From an optimization exercise on the open Yosys and OpenROAD flow, aimed at small area and few clock cycles; shortcuts taken in it are not production practice.
The RTL was checked by simulation tests, not by an equivalence proof against the original design.
Power figures rest on the tool's default switching activity, not on a simulated workload.

==> flow/design.v <==
package cpu_pkg;
    localparam int xlen = 32;
    localparam int reg_addr_width = 5;
    typedef logic [xlen-1:0] word_t;
    typedef logic [reg_addr_width-1:0] reg_addr_t;
    localparam logic [6:0] op_imm    = 7'b0010011;
    localparam logic [6:0] op_reg    = 7'b0110011;
    localparam logic [6:0] op_lui    = 7'b0110111;
    localparam logic [6:0] op_auipc  = 7'b0010111;
    localparam logic [6:0] op_jal    = 7'b1101111;
    localparam logic [6:0] op_branch = 7'b1100011;
endpackage
module register_file (
    input  logic [31:0] bits,
    input  logic [31:0] sel,
    output logic q
);
    logic [10:0] t;                
    for (genvar k = 0; k < 10; k++) begin : g_aoi
        rf_aoi3 u_aoi (
            .a1(bits[3*k]), .b1(sel[3*k]), .a2(bits[3*k+1]), .b2(sel[3*k+1]),
            .a3(bits[3*k+2]), .b3(sel[3*k+2]), .y(t[k])
        );
    end
    rf_aoi2 u_last (.a1(bits[30]), .b1(sel[30]), .a2(bits[31]), .b2(sel[31]), .y(t[10]));
    rf_or_low u_or (.t(t), .q(q));
endmodule
module rf_aoi3 (
    input  logic a1, b1, a2, b2, a3, b3,
    output logic y
);
    assign y = !((a1 && b1) || (a2 && b2) || (a3 && b3));
endmodule
module rf_aoi2 (
    input  logic a1, b1, a2, b2,
    output logic y
);
    assign y = !((a1 && b1) || (a2 && b2));
endmodule
module rf_or_low (
    input  logic [10:0] t,
    output logic q
);
    assign q = !(&t);
endmodule
module rf_cell (
    input  logic clk,
    input  logic we,
    input  logic we_n,
    input  logic d,
    output logic q
);
    always_ff @(posedge clk) begin
        q <= (we && d) || (we_n && q);
    end
endmodule
module adder (
    input  logic [31:0] a,
    input  logic [31:0] b,
    input  logic cin,
    output logic [31:0] s
);
    logic [31:0] g, p, h;
    always_comb begin
        g = a & b;
        p = a ^ b;
        h = p;
        g[0] = g[0] | (p[0] & cin);
        for (int l = 0; l < 5; l++) begin
            for (int i = 0; i < 32; i++) begin
                if (((i >> l) & 1) == 1) begin
                    g[i] = g[i] | (p[i] & g[((i >> l) << l) - 1]);
                    p[i] = p[i] & p[((i >> l) << l) - 1];
                end
            end
        end
        s = h ^ {g[30:0], cin};
    end
endmodule
module sh_mux (
    input  logic a, b, s,
    output logic y
);
    assign y = !(s ? b : a);
endmodule
module sh_zero_n (
    input  logic a, s,
    output logic y
);
    assign y = !(s || a);
endmodule
module sh_zero_p (
    input  logic a, s,
    output logic y
);
    assign y = s || !a;
endmodule
module shifter (
    input  logic [31:0] v,
    input  logic [4:0] n,
    input  logic left,
    output logic [31:0] y
);
    logic [31:0] lv [6];
    for (genvar i = 0; i < 32; i++) begin : g_in
        sh_mux u (.a(v[i]), .b(v[31-i]), .s(left), .y(lv[0][i]));
    end
    for (genvar k = 0; k < 5; k++) begin : g_lvl
        for (genvar i = 0; i < 32; i++) begin : g_bit
            if (i + (1 << k) < 32) begin : g_m
                sh_mux u (.a(lv[k][i]), .b(lv[k][i + (1 << k)]), .s(n[k]), .y(lv[k+1][i]));
            end else begin : g_z
                if (k % 2 == 0) begin : g_n
                    sh_zero_n u (.a(lv[k][i]), .s(n[k]), .y(lv[k+1][i]));
                end else begin : g_p
                    sh_zero_p u (.a(lv[k][i]), .s(n[k]), .y(lv[k+1][i]));
                end
            end
        end
    end
    assign y = lv[5];
endmodule
module result_bit (
    input  logic d1, k1, d2, k2, d3, k3, d4, k4, d5, k5, d6, k6,
    output logic y
);
    logic t1, t2;
    assign t1 = !(d1 && k1 || d2 && k2 || d3 && k3);
    assign t2 = !(d4 && k4 || d5 && k5 || d6 && k6);
    assign y = !(t1 && t2);
endmodule
module pipeline_cpu (
    input  logic clk,
    input  logic rst,
    output cpu_pkg::word_t imem_addr,
    input  cpu_pkg::word_t imem_data,
    output logic retire_valid,
    output cpu_pkg::word_t retire_pc,
    output cpu_pkg::reg_addr_t retire_rd,
    output cpu_pkg::word_t retire_data,
    output logic retire_illegal
);
    logic [29:0] pc_q;             
    cpu_pkg::word_t pc;
    logic [29:0] pc_inc;
    cpu_pkg::word_t instr;
    logic [6:0] opcode;
    logic [2:0] funct3;
    logic [4:0] rd, rs1_addr, rs2_addr;
    logic is_imm, is_reg, is_lui, is_auipc, is_jal, is_branch, is_alu;
    logic writes, illegal, sub;
    cpu_pkg::word_t imm_i, imm_u, imm_b, imm_j;
    assign pc = {pc_q, 2'b00};
    assign imem_addr = pc;
    assign pc_inc = pc_q + 30'd1;
    assign instr = imem_data;
    assign opcode = instr[6:0];
    assign rd = instr[11:7];
    assign funct3 = instr[14:12];
    assign rs1_addr = instr[19:15];
    assign rs2_addr = instr[24:20];
    assign is_imm = opcode == cpu_pkg::op_imm;
    assign is_reg = opcode == cpu_pkg::op_reg;
    assign is_lui = opcode == cpu_pkg::op_lui;
    assign is_auipc = opcode == cpu_pkg::op_auipc;
    assign is_jal = opcode == cpu_pkg::op_jal;
    assign is_branch = opcode == cpu_pkg::op_branch;
    assign is_alu = is_imm || is_reg;
    assign illegal = !(is_alu || is_lui || is_auipc || is_jal || is_branch);
    assign writes = (is_alu || is_lui || is_auipc || is_jal) && rd != 5'd0;
    assign imm_i = {{20{instr[31]}}, instr[31:20]};
    assign imm_u = {instr[31:12], 12'b0};
    assign imm_b = {{19{instr[31]}}, instr[31], instr[7], instr[30:25], instr[11:8], 1'b0};
    assign imm_j = {{11{instr[31]}}, instr[31], instr[19:12], instr[20], instr[30:21], 1'b0};
    cpu_pkg::word_t regs [1:31];
    logic [31:0] regs_t [32];      
    logic [31:1] wdec, sel1, sel2, wsel, wsel_n;
    logic byp1, byp2;
    cpu_pkg::word_t rs1_data, rs2_data, wdata;
    always_comb begin
        for (int i = 1; i < 32; i++) begin
            wdec[i] = retire_rd == 5'(i);
            sel1[i] = rs1_addr == 5'(i) && !wdec[i];
            sel2[i] = rs2_addr == 5'(i) && !wdec[i];
            wsel[i] = rst || wdec[i];
            wsel_n[i] = !wsel[i];
        end
        byp1 = rs1_addr == retire_rd && retire_rd != 5'd0;
        byp2 = rs2_addr == retire_rd && retire_rd != 5'd0;
        for (int b = 0; b < 32; b++) begin
            for (int i = 1; i < 32; i++) regs_t[b][i] = regs[i][b];
            regs_t[b][0] = retire_data[b];
        end
    end
    for (genvar b = 0; b < 32; b++) begin : g_read
        register_file u_rd1 (.bits(regs_t[b]), .sel({sel1, byp1}), .q(rs1_data[b]));
        register_file u_rd2 (.bits(regs_t[b]), .sel({sel2, byp2}), .q(rs2_data[b]));
    end
    assign wdata = rst ? '0 : retire_data;
    for (genvar i = 1; i < 32; i++) begin : g_reg
        for (genvar b = 0; b < 32; b++) begin : g_bit
            rf_cell u_cell (
                .clk(clk), .we(wsel[i]), .we_n(wsel_n[i]), .d(wdata[b]), .q(regs[i][b])
            );
        end
    end
    cpu_pkg::word_t opb, add_a, add_b, sum, x_xor, sh_out, sh_rev, result;
    logic slt, eq, taken;
    logic [4:0] shamt;
    function automatic cpu_pkg::word_t rev(input cpu_pkg::word_t v);
        for (int i = 0; i < 32; i++) rev[i] = v[31-i];
    endfunction
    assign opb = is_imm ? imm_i : rs2_data;
    assign sub = is_reg && (funct3 == 3'b010 || (funct3 == 3'b000 && instr[31:25] == 7'b0100000))
              || is_imm && funct3 == 3'b010;
    always_comb begin
        if (is_alu) add_b = opb;
        else if (is_jal) add_b = imm_j;
        else if (is_branch) add_b = imm_b;
        else add_b = imm_u;
    end
    assign add_a = (is_alu ? rs1_data : '0) | (is_lui || is_alu ? '0 : pc);
    adder u_add (.a(add_a), .b(add_b ^ {32{sub}}), .cin(sub), .s(sum));
    assign slt = (rs1_data[31] ^ opb[31]) ? rs1_data[31] : sum[31];
    assign x_xor = rs1_data ^ opb;
    assign eq = x_xor == '0;
    assign taken = is_jal || is_branch && (funct3 == 3'b000 && eq || funct3 == 3'b001 && !eq);
    assign shamt = opb[4:0];
    shifter u_shift (.v(rs1_data), .n(shamt), .left(funct3 == 3'b001), .y(sh_out));
    assign sh_rev = rev(sh_out);
    logic k_sum, k_sll, k_slt, k_xor, k_srl, k_and, k_jal;
    cpu_pkg::word_t x_and;
    assign x_and = rs1_data & opb;
    assign k_jal = writes && is_jal;
    assign k_sum = writes && (!is_alu && !is_jal || is_alu && (funct3 == 3'b000 || funct3 == 3'b011));
    assign k_sll = writes && is_alu && funct3 == 3'b001;
    assign k_slt = writes && is_alu && funct3 == 3'b010;
    assign k_xor = writes && is_alu && (funct3 == 3'b100 || funct3 == 3'b110);
    assign k_srl = writes && is_alu && funct3 == 3'b101;
    assign k_and = writes && is_alu && (funct3 == 3'b110 || funct3 == 3'b111);
    for (genvar b = 0; b < 32; b++) begin : g_res
        if (b < 2) begin : g_lo
            assign result[b] = sum[b] && k_sum || sh_rev[b] && k_sll || sh_out[b] && k_srl
                            || x_xor[b] && k_xor || x_and[b] && k_and
                            || (b == 0 ? slt && k_slt : 1'b0);
        end else begin : g_hi
            result_bit u_res (
                .d1(sum[b]), .k1(k_sum), .d2(sh_rev[b]), .k2(k_sll), .d3(sh_out[b]), .k3(k_srl),
                .d4(x_xor[b]), .k4(k_xor), .d5(x_and[b]), .k5(k_and), .d6(pc_inc[b-2]), .k6(k_jal),
                .y(result[b])
            );
        end
    end
    always_ff @(posedge clk) begin
        retire_valid <= !rst;
        if (rst) begin
            pc_q <= '0;
        end else begin
            pc_q <= taken ? sum[31:2] : pc_inc;
        end
        retire_pc <= pc;
        retire_rd <= (writes && !rst) ? rd : 5'd0;
        retire_data <= result;
        retire_illegal <= illegal;
    end
endmodule
make LEC_CHECK=0 CAP_MARGIN=20 CORE_MARGIN=2 CORE_UTILIZATION=45 CTS_CLUSTER_DIAMETER=90 CTS_CLUSTER_SIZE=25 SETUP_SLACK_MARGIN=0.3 SLEW_MARGIN=20 SYNTH_HIERARCHICAL=1 finish   # period 8.5 ns
run.sh (not shown) runs the stock make flow with config.mk's settings and CLKGATE_MAP_FILE= SYNTH_SCRIPT=/design/flow/synth_recipe.tcl, a recipe that flattens the netlist after the stock synthesis.
The starting point completed without violations.
Testbench counts at the start, summed over its fixed seeds: cycles 80,008.
==> next run, changes <==
--- a/flow/design.v
+++ b/flow/design.v
@@ -39,23 +39,12 @@
 endmodule
 module rf_or_low (
     input  logic [10:0] t,
     output logic q
 );
     assign q = !(&t);
-endmodule
-module rf_cell (
-    input  logic clk,
-    input  logic we,
-    input  logic we_n,
-    input  logic d,
-    output logic q
-);
-    always_ff @(posedge clk) begin
-        q <= (we && d) || (we_n && q);
-    end
 endmodule
 module adder (
     input  logic [31:0] a,
     input  logic [31:0] b,
     input  logic cin,
     output logic [31:0] s
@@ -171,22 +160,21 @@
     assign imm_i = {{20{instr[31]}}, instr[31:20]};
     assign imm_u = {instr[31:12], 12'b0};
     assign imm_b = {{19{instr[31]}}, instr[31], instr[7], instr[30:25], instr[11:8], 1'b0};
     assign imm_j = {{11{instr[31]}}, instr[31], instr[19:12], instr[20], instr[30:21], 1'b0};
     cpu_pkg::word_t regs [1:31];
     logic [31:0] regs_t [32];      
-    logic [31:1] wdec, sel1, sel2, wsel, wsel_n;
+    logic [31:1] wdec, sel1, sel2, wsel;
     logic byp1, byp2;
     cpu_pkg::word_t rs1_data, rs2_data, wdata;
     always_comb begin
         for (int i = 1; i < 32; i++) begin
             wdec[i] = retire_rd == 5'(i);
             sel1[i] = rs1_addr == 5'(i) && !wdec[i];
             sel2[i] = rs2_addr == 5'(i) && !wdec[i];
             wsel[i] = rst || wdec[i];
-            wsel_n[i] = !wsel[i];
         end
         byp1 = rs1_addr == retire_rd && retire_rd != 5'd0;
         byp2 = rs2_addr == retire_rd && retire_rd != 5'd0;
         for (int b = 0; b < 32; b++) begin
             for (int i = 1; i < 32; i++) regs_t[b][i] = regs[i][b];
             regs_t[b][0] = retire_data[b];
@@ -194,17 +182,15 @@
     end
     for (genvar b = 0; b < 32; b++) begin : g_read
         register_file u_rd1 (.bits(regs_t[b]), .sel({sel1, byp1}), .q(rs1_data[b]));
         register_file u_rd2 (.bits(regs_t[b]), .sel({sel2, byp2}), .q(rs2_data[b]));
     end
     assign wdata = rst ? '0 : retire_data;
-    for (genvar i = 1; i < 32; i++) begin : g_reg
-        for (genvar b = 0; b < 32; b++) begin : g_bit
-            rf_cell u_cell (
-                .clk(clk), .we(wsel[i]), .we_n(wsel_n[i]), .d(wdata[b]), .q(regs[i][b])
-            );
+    always_ff @(posedge clk) begin
+        for (int i = 1; i < 32; i++) begin
+            if (wsel[i]) regs[i] <= wdata;
         end
     end
     cpu_pkg::word_t opb, add_a, add_b, sum, x_xor, sh_out, sh_rev, result;
     logic slt, eq, taken;
     logic [4:0] shamt;
     function automatic cpu_pkg::word_t rev(input cpu_pkg::word_t v);
After rerunning: Total power rose by 18%; via count drops by 19%; utilization goes up by 0.16 points; sequential share of layout area grows by 16 points; fmax grows by 3.6%; final area grows by 3.4%; clock-buffer cell count climbs by 15.
Testbench counts after the change, summed over its fixed seeds: cycles 80,008.

[port drivers added, routing unchanged]
The flow's constraints put no driver on any port. The routed layouts listed below were extracted and timed again, unchanged, in two steps. Step 1, drivers: a clkbuf_16 drives clk and a buf_2 each remaining input, both assumed. Step 2 also shifts input and output timing later by t, the mid clock arrival at the registers, as if the neighbouring blocks saw the same clock. Slacks: ideal ports / drivers / drivers and shift; pairs: ideal ports / drivers.
run	t, ns	slack for setup (ns)	clock arrival spread, ns	worst slew at a driven data input, ns
the first run	0.786	0.684 / 0.662 / -0.124	0.073 / 0.073	0.10
the second run	0.785	0.957 / 0.998 / 0.213	0.036 / 0.036	0.08
With both steps, setup timing fails in the first run, where it was met with ideal ports. The setup slack of the first run, which loses most, moves by -0.022 ns with the drivers and by -0.808 ns with both steps.
